Background: an optimization exercise with open tools, aiming at small area. Do not read the settings as production practice. The RTL was checked by simulation tests, not by an equivalence proof against the original design. The clock port is modelled as an ideal driver; clocking choices that lean on that would not hold on a real chip.

== MS ==
Design delay_calc_top, start of the top module:
module delay_calc_top (
    input  logic                                 clk,
    input  logic                                 reset,
    input  logic                                 start,
    input  logic signed [delay_pkg::coord_w-1:0] x_elem,
    input  logic signed [delay_pkg::coord_w-1:0] z_elem,
    input  logic signed [delay_pkg::coord_w-1:0] x_focus,
    input  logic signed [delay_pkg::coord_w-1:0] z_focus,
    input  logic        [delay_pkg::elem_w-1:0]  elem,
    output logic        [delay_pkg::delay_w-1:0] delay_out,
    output logic        [delay_pkg::elem_w-1:0]  elem_out,
    output logic                                 done
);
==> flow/config.mk <==
export PLATFORM = sky130hd
export DESIGN_NAME = delay_calc_top
export DESIGN_NICKNAME = delay_calc_top
export VERILOG_FILES = /design/flow/design.v
export SDC_FILE = /design/flow/constraint.sdc
export NUM_CORES = 4
export LEC_CHECK = 0
export CAP_MARGIN = 20
export CORE_MARGIN = 2
export CORE_UTILIZATION = 40
export GPL_TIMING_DRIVEN = 0
export SLEW_MARGIN = 20
==> flow/constraint.sdc <==
create_clock -name core_clock -period 7.5 [get_ports {clk}]
set_input_delay 1.5000 -clock core_clock [delete_from_list [all_inputs] [get_ports {clk}]]
set_output_delay 1.5000 -clock core_clock [all_outputs]
set_load 0.01 [all_outputs]
standard.sh (not shown) runs the stock make flow with config.mk's settings and CLKGATE_MAP_FILE= SYNTH_SCRIPT=/design/flow/synth_recipe.tcl, a recipe that flattens the netlist after the stock synthesis.
==> flow/flow/run.sh <==
#!/bin/bash
# Layout flow: the standard flow (standard.sh) with these changes to how the layout is
# made:
#  - after the standard synthesis, polarity.py re-balances the inverters around the
#    adder, xor and other complementable cells (registers and ports untouched);
#  - the port buffers are sky130_fd_sc_hd__buf_1 cells;
#  - clock tree synthesis adds no dummy loads and uses clkbuf_8 cells;
#  - the buffers ABC inserted are removed at floorplan (repair adds back what timing needs).
# Each tool's output goes to a log file in this folder (ORFS's own logs stay under orfs/logs).
set -euo pipefail
W=$PWD
{
  echo "include $W/config.mk"
  echo "export BUFFER_PORTS_ARGS = -buffer_cell sky130_fd_sc_hd__buf_1"
  echo "export CTS_ARGS = -sink_clustering_enable -repair_clock_nets -dont_use_dummy_load -buf_list sky130_fd_sc_hd__clkbuf_8"
  echo "export REMOVE_ABC_BUFFERS = 1"
} > "$W/own_config.mk"
sed "s#DESIGN_CONFIG=[^ ]*#DESIGN_CONFIG=$W/own_config.mk#" standard.sh > "$W/own_standard.sh"
bash "$W/own_standard.sh" synth > "$W/own_synth.log" 2>&1
R=$(ls -d "$W"/orfs/results/*/delay_calc_top/base)
openroad -python -exit "$W/flow/polarity.py" "$R/1_synth.odb" "$R/1_synth.odb" > "$W/own_polarity.log" 2>&1
bash "$W/own_standard.sh" > "$W/own_flow.log" 2>&1
Other scripts of this flow, unchanged in this note and not shown: flow/flow/polarity.py
Per the final summary, MS finished and its layout is clean on timing, DRC and antenna.
Setup changes, MS to JK
-- flow/flow/run.sh --
<<< MS, line 13
  echo "include $W/config.mk"
  echo "export BUFFER_PORTS_ARGS = -buffer_cell sky130_fd_sc_hd__buf_1"
  echo "export CTS_ARGS = -sink_clustering_enable -repair_clock_nets -dont_use_dummy_load -buf_list sky130_fd_sc_hd__clkbuf_8"
  echo "export REMOVE_ABC_BUFFERS = 1"
} > "$W/own_config.mk"
>>> JK, line 13
  echo "include $W/config.mk"
  echo "export BUFFER_PORTS_ARGS = -buffer_cell sky130_fd_sc_hd__buf_1"
  echo "export CTS_ARGS = -sink_clustering_enable -repair_clock_nets -dont_use_dummy_load -buf_list sky130_fd_sc_hd__clkbuf_8 -sink_clustering_size 20 -sink_clustering_max_diameter 60"
  echo "export REMOVE_ABC_BUFFERS = 1"
} > "$W/own_config.mk"
Findings:
- JK -> MS: global-route track usage on met2 delta 0, exact match
- Non-clock buffer count: MS vs JK identical
- The met2 wirelength from detailed routing of MS and that of JK are within noise of each other.
- JK vs. MS: synthesized cell count neither gained nor lost much.
- Going from MS to JK, final global-route overflow total level; worst hold margin level; netlist area before placement level.
- For portion of the layout cell area used by non-clock buffers, MS and JK come out practically identical.

## green
Another version of the RTL of delay_calc_top (not shown whole).
For scale: roughly 90 I/O pins, roughly 7000 sq um of cells after synthesis.
export LEC_CHECK = 0
export CAP_MARGIN = 20
export CORE_MARGIN = 2
export CORE_UTILIZATION = 40
export GPL_TIMING_DRIVEN = 0
export SLEW_MARGIN = 20
create_clock -name core_clock -period 7.5 [get_ports {clk}]
==> flow/flow/run.sh <==
#!/bin/bash
# Layout flow: the standard flow (standard.sh) with these changes to how the layout is
# made:
#  - after the standard synthesis, polarity.py re-balances the inverters around the
#    adder, xor and other complementable cells, and sizes upsized logic cells down (registers and ports untouched);
#  - the port buffers are sky130_fd_sc_hd__buf_1 cells;
#  - clock tree synthesis adds no dummy loads and uses clkbuf_8 cells;
#  - the buffers ABC inserted are removed at floorplan (repair adds back what timing needs).
# Each tool's output goes to a log file in this folder (ORFS's own logs stay under orfs/logs).
set -euo pipefail
W=$PWD
{
  echo "include $W/config.mk"
  echo "export BUFFER_PORTS_ARGS = -buffer_cell sky130_fd_sc_hd__buf_1"
  echo "export CTS_ARGS = -sink_clustering_enable -repair_clock_nets -dont_use_dummy_load -buf_list sky130_fd_sc_hd__clkbuf_8"
  echo "export REMOVE_ABC_BUFFERS = 1"
} > "$W/own_config.mk"
sed "s#DESIGN_CONFIG=[^ ]*#DESIGN_CONFIG=$W/own_config.mk#" standard.sh > "$W/own_standard.sh"
bash "$W/own_standard.sh" synth > "$W/own_synth.log" 2>&1
R=$(ls -d "$W"/orfs/results/*/delay_calc_top/base)
openroad -python -exit "$W/flow/polarity.py" "$R/1_synth.odb" "$R/1_synth.odb" > "$W/own_polarity.log" 2>&1
bash "$W/own_standard.sh" > "$W/own_flow.log" 2>&1
Other scripts of this flow, unchanged in this note and not shown: flow/flow/polarity.py
green was carried through to the last stage, and its layout satisfied the timing, DRC and antenna checks.
> inputs changed (green -> orange)
--- a/flow/flow/run.sh
+++ b/flow/flow/run.sh
@@ -5,5 +5,6 @@
 #    adder, xor and other complementable cells, and sizes upsized logic cells down (registers and ports untouched);
 #  - the port buffers are sky130_fd_sc_hd__buf_1 cells;
-#  - clock tree synthesis adds no dummy loads and uses clkbuf_8 cells;
+#  - clock tree synthesis adds no dummy loads and uses clkbuf_8 cells; after it,
+#    clk_downsize.tcl sizes clock buffers down while register clock-pin slew stays <= 120 ps;
 #  - the buffers ABC inserted are removed at floorplan (repair adds back what timing needs).
 # Each tool's output goes to a log file in this folder (ORFS's own logs stay under orfs/logs).
@@ -15,4 +16,5 @@
   echo "export CTS_ARGS = -sink_clustering_enable -repair_clock_nets -dont_use_dummy_load -buf_list sky130_fd_sc_hd__clkbuf_8"
   echo "export REMOVE_ABC_BUFFERS = 1"
+  echo "export POST_CTS_TCL = $W/flow/clk_downsize.tcl"
 } > "$W/own_config.mk"
 sed "s#DESIGN_CONFIG=[^ ]*#DESIGN_CONFIG=$W/own_config.mk#" standard.sh > "$W/own_standard.sh"
==> flow/flow/clk_downsize.tcl (new file) <==
set limit 0.120
proc worst_clk_slew {} {
  set w 0
  foreach p [get_pins -quiet */CLK] {
    set s [get_property $p slew_max]
    if {$s > $w} { set w $s }
  }
  return $w
}
estimate_parasitics -placement
puts "clk_downsize: worst clock-pin slew before [worst_clk_slew]"
set bufs {}
foreach inst [[ord::get_db_block] getInsts] {
  set m [[$inst getMaster] getName]
  if {[string match "sky130_fd_sc_hd__clkbuf_*" $m]} { lappend bufs $inst }
}
set n 0
foreach size {4 2} {
  foreach inst $bufs {
    set m [$inst getMaster]
    set name [$m getName]
    regexp {clkbuf_(\d+)$} $name -> cur
    if {$cur <= $size} continue
    set new [[ord::get_db] findMaster "sky130_fd_sc_hd__clkbuf_$size"]
    $inst swapMaster $new
    estimate_parasitics -placement
    if {[worst_clk_slew] > $limit} {
      $inst swapMaster $m
      estimate_parasitics -placement
    } else {
      incr n
    }
  }
}
puts "clk_downsize: $n buffers sized down; worst clock-pin slew after [worst_clk_slew]"
Of orange and green, the run reporting the higher share of final-layout standard cells stronger than drive strength 1 was orange. The combined area of the multi-input logic cells on green is in line with that on orange. The violation count after the first detailed-routing iteration in orange was lower than what green gave. Delta (orange minus green): die area neither gained nor lost much, clock period minus worst slack neither gained nor lost much, utilization after layout neither gained nor lost much. [compare] base=green new=orange: met2 layer wire length in the routed design decreased by 25 um relative to the old numbers. Compared orange against green; maximum frequency within noise.

02-13:
delay_calc_top with an RTL version that a note above also has.
Size in the first run: ~680 cells after synthesis, roughly 90 I/O pins.
clock: 7.5 ns
lec_check: 0
cap_margin: 20
core_margin: 2
core_utilization: 40
gpl_timing_driven: 0
slew_margin: 20
==> flow/flow/run.sh <==
#!/bin/bash
# Layout flow: the standard flow (standard.sh) with these changes to how the layout is
# made:
#  - after the standard synthesis, polarity.py re-balances the inverters around the
#    adder and xor cells (registers and ports untouched);
#  - the port buffers are sky130_fd_sc_hd__buf_1 cells;
#  - clock tree synthesis adds no dummy loads and uses clkbuf_8 cells;
#  - the buffers ABC inserted are removed at floorplan (repair adds back what timing needs).
# Each tool's output goes to a log file in this folder (ORFS's own logs stay under orfs/logs).
set -euo pipefail
W=$PWD
{
  echo "include $W/config.mk"
  echo "export BUFFER_PORTS_ARGS = -buffer_cell sky130_fd_sc_hd__buf_1"
  echo "export CTS_ARGS = -sink_clustering_enable -repair_clock_nets -dont_use_dummy_load -buf_list {sky130_fd_sc_hd__clkbuf_2 sky130_fd_sc_hd__clkbuf_4 sky130_fd_sc_hd__clkbuf_8}"
  echo "export REMOVE_ABC_BUFFERS = 1"
} > "$W/own_config.mk"
sed "s#DESIGN_CONFIG=[^ ]*#DESIGN_CONFIG=$W/own_config.mk#" standard.sh > "$W/own_standard.sh"
bash "$W/own_standard.sh" synth > "$W/own_synth.log" 2>&1
R=$(ls -d "$W"/orfs/results/*/delay_calc_top/base)
openroad -python -exit "$W/flow/polarity.py" "$R/1_synth.odb" "$R/1_synth.odb" > "$W/own_polarity.log" 2>&1
bash "$W/own_standard.sh" > "$W/own_flow.log" 2>&1
Other scripts of this flow, unchanged in this note and not shown: flow/flow/polarity.py
Input changes introduced in 08-11 (baseline for comparison: 02-13):
--- a/flow/flow/run.sh
+++ b/flow/flow/run.sh
@@ -15 +15 @@
-  echo "export CTS_ARGS = -sink_clustering_enable -repair_clock_nets -dont_use_dummy_load -buf_list {sky130_fd_sc_hd__clkbuf_2 sky130_fd_sc_hd__clkbuf_4 sky130_fd_sc_hd__clkbuf_8}"
+  echo "export CTS_ARGS = -sink_clustering_enable -repair_clock_nets -dont_use_dummy_load -buf_list sky130_fd_sc_hd__clkbuf_8"
Findings:
Diff 08-11..02-13 | setup slack | unchanged
As far as routed via count divided by cell count goes, 02-13 and 08-11 are indistinguishable; the numbers are identical.
08-11 vs. 02-13: total wire length did not really move; maximum achievable frequency did not really move; residual overflow from global routing did not really move; number of rows in the core area did not really move.
08-11 and 02-13 ended up with roughly the same worst hold margin.
As far as sequential share of cell area goes, 02-13 and 08-11 are indistinguishable; the numbers are identical.
As far as signed area change from the synthesized netlist to the final layout is concerned, 02-13 and 08-11 perform about the same.

run 1:
Starting RTL as in the previous note.
// delay_calc_top
module delay_calc_top (
    input  logic                                 clk,
    input  logic                                 reset,
    input  logic                                 start,
    input  logic signed [delay_pkg::coord_w-1:0] x_elem,
    input  logic signed [delay_pkg::coord_w-1:0] z_elem,
    input  logic signed [delay_pkg::coord_w-1:0] x_focus,
    input  logic signed [delay_pkg::coord_w-1:0] z_focus,
    input  logic        [delay_pkg::elem_w-1:0]  elem,
    output logic        [delay_pkg::delay_w-1:0] delay_out,
    output logic        [delay_pkg::elem_w-1:0]  elem_out,
    output logic                                 done
);
clock: 7.5 ns
lec_check: 0
cap_margin: 20
core_margin: 2
core_utilization: 40
gpl_timing_driven: 0
slew_margin: 20
==> flow/flow/run.sh <==
#!/bin/bash
set -euo pipefail
W=$PWD
{
  echo "include $W/config.mk"
  echo "export BUFFER_PORTS_ARGS = -buffer_cell sky130_fd_sc_hd__buf_1"
  echo "export CTS_ARGS = -sink_clustering_enable -repair_clock_nets -dont_use_dummy_load -buf_list sky130_fd_sc_hd__clkbuf_8"
} > "$W/own_config.mk"
sed "s#DESIGN_CONFIG=[^ ]*#DESIGN_CONFIG=$W/own_config.mk#" standard.sh > "$W/own_standard.sh"
bash "$W/own_standard.sh" > "$W/own_flow.log" 2>&1
Run 1 went all the way through synthesis, placement and routing and the layout is clean on timing, DRC and antenna.
#### Input delta (run 2 over run 1)
- GPL_TIMING_DRIVEN: 0 -> unset
==> flow/run.sh (new file) <==
#!/bin/bash
# synth_recipe.tcl (not shown) runs the flow's synth.tcl, then flattens the netlist and writes it again
# the make line also repeats each setting of config.mk as NAME=value (left out here)
make -C /OpenROAD-flow-scripts/flow DESIGN_CONFIG=/design/flow/config.mk WORK_HOME=/design/flow/orfs CLKGATE_MAP_FILE= SYNTH_SCRIPT=/design/flow/synth_recipe.tcl finish
removed: flow/flow/run.sh
removed: flow/standard.sh
Results
Setup slack: run 2 vs run 1 down 120 ps. Sort run 1 and run 2 by cell count of the worst reg-to-reg path asc -> top: run 2. Summary of run 2 over run 1: global router's overall resource usage fell 0.59 points, weighted congestion reported at the end of routability-driven placement saw a decrease, wire length has decreased. Summary of run 2 over run 1: final instance area went up.

Starting RTL as in the previous note.
Settings: LEC_CHECK=0, CAP_MARGIN=20, CORE_MARGIN=2, CORE_UTILIZATION=40, SLEW_MARGIN=20; clock period 7.5 ns.
==> flow/flow/run.sh <==
#!/bin/bash
set -euo pipefail
W=$PWD
{
  echo "include $W/config.mk"
  echo "export BUFFER_PORTS_ARGS = -buffer_cell sky130_fd_sc_hd__buf_1"
  echo "export CTS_ARGS = -sink_clustering_enable -repair_clock_nets -dont_use_dummy_load -buf_list sky130_fd_sc_hd__clkbuf_8"
  echo "export REMOVE_ABC_BUFFERS = 1"
} > "$W/own_config.mk"
sed "s#DESIGN_CONFIG=[^ ]*#DESIGN_CONFIG=$W/own_config.mk#" standard.sh > "$W/own_standard.sh"
bash "$W/own_standard.sh" > "$W/own_flow.log" 2>&1
The first run ran to the end with no violations.
Next try:
--- a/flow/config.mk
+++ b/flow/config.mk
@@ -9,3 +9,4 @@
 export CORE_MARGIN = 2
 export CORE_UTILIZATION = 40
+export GPL_TIMING_DRIVEN = 0
 export SLEW_MARGIN = 20
Effect: Routed wire length drops by 1.2%. Design area drops by about 0.8%. Global-route usage drops by 0.19 points. First-iteration DRC count drops by 14%. Die area is unchanged. Cell count drops by about 1.2%.
Next try:
==> flow/flow/run.sh (replaced) <==
#!/bin/bash
# Layout flow: the standard flow (standard.sh) with three changes to how the layout is
# made: the port buffers are sky130_fd_sc_hd__buf_1 cells, clock tree synthesis adds no
# dummy loads, and its buffers come from the list below. Everything else (synthesis,
# floorplan, power grid, tap cells, placement, routing) is the standard flow.
set -euo pipefail
W=$PWD
{
  echo "include $W/config.mk"
  echo "export BUFFER_PORTS_ARGS = -buffer_cell sky130_fd_sc_hd__buf_1"
  echo "export CTS_ARGS = -sink_clustering_enable -repair_clock_nets -dont_use_dummy_load"
} > "$W/own_config.mk"
sed "s#DESIGN_CONFIG=[^ ]*#DESIGN_CONFIG=$W/own_config.mk#" standard.sh > "$W/own_standard.sh"
bash "$W/own_standard.sh" > "$W/own_flow.log" 2>&1
--- a/flow/config.mk
+++ b/flow/config.mk
@@ -9,4 +9,3 @@
 export CORE_MARGIN = 2
 export CORE_UTILIZATION = 40
-export GPL_TIMING_DRIVEN = 0
 export SLEW_MARGIN = 20
After rerunning: The new run passed the timing, DRC and antenna checks; register-to-register slack improves by 0.12 ns; fmax hardly moves; global-route usage came out higher by 0.38 points; utilization went up by 0.91 points.

[separate check: timing with driven ports]
In the flow no input, the clock included, has a driving cell. The finished layouts below were timed again as built, in two steps. Step 1 sets driving cells, clkbuf_16 on the clock port and buf_2 on the other inputs (assumed; they add their load-dependent delay and slew). Step 2 times the ports against the registers' clock, not the clock port: input delays grow and output delays shrink by t, the midpoint of the rising clock arrivals with the driver on. a / b / c = no drivers / after step 1 / after step 2; a / b = the first two.
run	shift t [ns]	setup WS [ns]	worst hold slack (ns)	slew at the worst register clock pin (ns)	worst data-port slew with drivers (ns)
MS	0.400	0.093 / 0.109 / -0.291	0.308 / 0.308 / 0.308	0.10 / 0.10	0.04
JK	0.400	0.093 / 0.109 / -0.291	0.308 / 0.308 / 0.308	0.10 / 0.10	0.04
green	0.397	0.334 / 0.334 / 0.334	0.331 / 0.331 / 0.331	0.09 / 0.09	0.04
orange	0.593	0.335 / 0.335 / 0.335	0.333 / 0.333 / 0.333	0.11 / 0.11	0.04
02-13	0.386	0.154 / 0.168 / -0.218	0.312 / 0.312 / 0.312	0.09 / 0.09	0.04
08-11	0.386	0.154 / 0.168 / -0.218	0.312 / 0.312 / 0.312	0.09 / 0.09	0.04
run 1	0.400	0.307 / 0.328 / -0.072	0.318 / 0.318 / 0.318	0.09 / 0.09	0.04
run 2	0.391	0.190 / 0.212 / -0.179	0.326 / 0.326 / 0.326	0.07 / 0.07	0.04
the first run of note 5	0.402	0.292 / 0.309 / -0.093	0.328 / 0.328 / 0.328	0.09 / 0.09	0.04
the second run of note 5	0.392	0.262 / 0.262 / -0.077	0.328 / 0.328 / 0.328	0.09 / 0.09	0.04
the third run of note 5	0.379	0.255 / 0.269 / -0.110	0.323 / 0.323 / 0.323	0.07 / 0.07	0.03
With both steps, setup timing fails in 9 of these runs, where it was met with ideal ports. The setup slack of the first run of note 5, which loses most, moves by +0.017 ns with the drivers and by -0.385 ns with both steps.
